This design comes from an exercise in tuning for small area and a short achievable clock period on the open sky130 flow, not from production work.
Function was checked by simulation only, so behaviour that the tests miss may differ from the original.

rev 12:
## wb_regfile
module wb_regfile #(
    parameter int XLEN = 32,
    parameter int NREG = 32
) (
    input  logic                    clk,
    input  logic                    rst,
    input  logic [3:0]              wb_in_wb,
    input  logic [XLEN-1:0]         wb_in_data_in,
    input  logic [XLEN-1:0]         wb_in_alu_result,
    input  logic [$clog2(NREG)-1:0] wb_in_rd_addr,
    input  logic [$clog2(NREG)-1:0] rs1_addr,
    input  logic [$clog2(NREG)-1:0] rs2_addr,
    output logic [XLEN-1:0]         rs1_data,
    output logic [XLEN-1:0]         rs2_data,
    output logic                    fwd_en,
    output logic [$clog2(NREG)-1:0] fwd_addr,
    output logic [XLEN-1:0]         fwd_data,
    output logic [$clog2(NREG)-1:0] last_wr_addr,
    output logic [XLEN-1:0]         last_wr_data,
    output logic [31:0]             retired
);
    localparam int AW = $clog2(NREG);
    logic reg_write;
    logic mem_to_reg;
    logic valid;
    logic we;
    logic [XLEN-1:0] wdata;
    logic [XLEN-1:0] wdata_r;      
    logic [NREG-1:1] wen;          
    logic [NREG-1:1] ld;           
    logic [NREG-1:1] sel1, sel2;   
    logic            hit1, hit2;   
    logic [XLEN*NREG-1:XLEN] regs_q;
    logic [AW-1:0]   last_wr_addr_q;
    logic [XLEN-1:0] last_wr_data_q;
    logic [31:0]     retired_q;
    assign reg_write  = wb_in_wb[0];
    assign mem_to_reg = wb_in_wb[1];
    assign valid      = wb_in_wb[2];
    assign wdata   = mem_to_reg ? wb_in_data_in : wb_in_alu_result;
    assign wdata_r = wdata & {XLEN{rst}};
    assign we      = reg_write & (wb_in_rd_addr != '0) & rst;
    assign fwd_en   = we;
    assign fwd_addr = wb_in_rd_addr;
    assign fwd_data = wdata;
    logic       rd_nz;
    logic [1:0] rd_z;
    logic       nrw;           
    wb_regfile_nor  #(.W(3)) u_rdz0 (.a(wb_in_rd_addr[2:0]), .y(rd_z[0]));
    wb_regfile_nor  #(.W(2)) u_rdz1 (.a(wb_in_rd_addr[4:3]), .y(rd_z[1]));
    wb_regfile_nand #(.W(2)) u_rdnz (.a(rd_z), .y(rd_nz));
  ...
Size: ~3,100 cells after synthesis, about 1,100 flip-flops.
==> flow/config.mk <==
export PLATFORM = sky130hd
export DESIGN_NAME = wb_regfile
export DESIGN_NICKNAME = wb_regfile
export VERILOG_FILES = /design/flow/design.v
export SDC_FILE = /design/flow/constraint.sdc
export NUM_CORES = 4
export LEC_CHECK = 0
export CAP_MARGIN = 20
export CORE_MARGIN = 2
export CORE_UTILIZATION = 45
export CTS_BUF_LIST = sky130_fd_sc_hd__clkbuf_8
export PLACE_DENSITY = 0.62
export SETUP_SLACK_MARGIN = 4.0
export SLEW_MARGIN = 20
export SYNTH_HIERARCHICAL = 1
==> flow/constraint.sdc <==
create_clock -name core_clock -period 10.0 [get_ports {clk}]
set_input_delay 2.0000 -clock core_clock [delete_from_list [all_inputs] [get_ports {clk}]]
set_output_delay 2.0000 -clock core_clock [all_outputs]
set_load 0.01 [all_outputs]
standard.sh (not shown) runs the stock make flow with config.mk's settings and CLKGATE_MAP_FILE= SYNTH_SCRIPT=/design/flow/synth_recipe.tcl, a recipe that flattens the netlist after the stock synthesis.
==> flow/flow/run.sh <==
#!/bin/bash
# The standard layout (the standard.sh: ORFS synthesis through finish), with
# plain buf_2 cells as the port buffers and a clock tree of larger sink clusters
# without dummy loads. Each tool's output goes to standard.log.
set -euo pipefail
bash standard.sh \
  "BUFFER_PORTS_ARGS=-buffer_cell sky130_fd_sc_hd__buf_2" \
  "CTS_ARGS=-sink_clustering_enable -repair_clock_nets -buf_list sky130_fd_sc_hd__clkbuf_8 -sink_clustering_size 12 -sink_clustering_max_diameter 50 -dont_use_dummy_load" \
  finish > standard.log 2>&1
Rev 12 completed; timing, DRC and antenna clean
The following lists how rev 13 was set up differently from rev 12:
Settings: SETUP_SLACK_MARGIN: 4.0 -> 3.4.
### Flow results
- Rev 13 finished all stages; the layout is clean.
- Going from rev 12 to rev 13, initial antenna violation count shows an increase of 5, count of clock-buffer cells in the layout shows a reduction of 2, relative area change from synthesis to final layout shows a reduction of 11 points, wire length shows a reduction of 6.6%, data arrival time of the critical path shows an increase of 0.29 ns.
- From rev 12 to rev 13, fraction of registers with async set or reset after synthesis did not move at all.
- Across both runs, number of buffers other than clock buffers in the final layout was lower for rev 13 than for rev 12.

separate check: timing with driven ports:
Ports are ideal in the flow. The routed layouts listed here were re-timed in OpenROAD.
Step 1 sets driving cells, clkbuf_16 on the clock port and buf_2 on the other inputs (assumed; they add their load-dependent delay and slew).
Step 2 times the ports against the registers' clock, not the clock port: input delays grow and output delays shrink by t, the midpoint of the rising clock arrivals with the driver on.
a / b / c = ideal / step 1 / step 2; a / b = the first two.
run	t (ns)	slack for setup (ns)	hold slack, ns	slew at the worst register clock pin (ns)	worst data-port slew with drivers (ns)
rev 12	0.814	3.702 / 3.500 / 3.500	0.456 / 0.456 / 0.456	0.09 / 0.09	0.33
rev 13	0.835	3.412 / 3.393 / 3.393	0.456 / 0.456 / 0.456	0.09 / 0.09	0.30
After both steps setup and hold are still met in every run listed. For rev 12, which loses most, drivers alone change the setup slack by -0.202 ns; drivers and shift together by -0.202 ns.
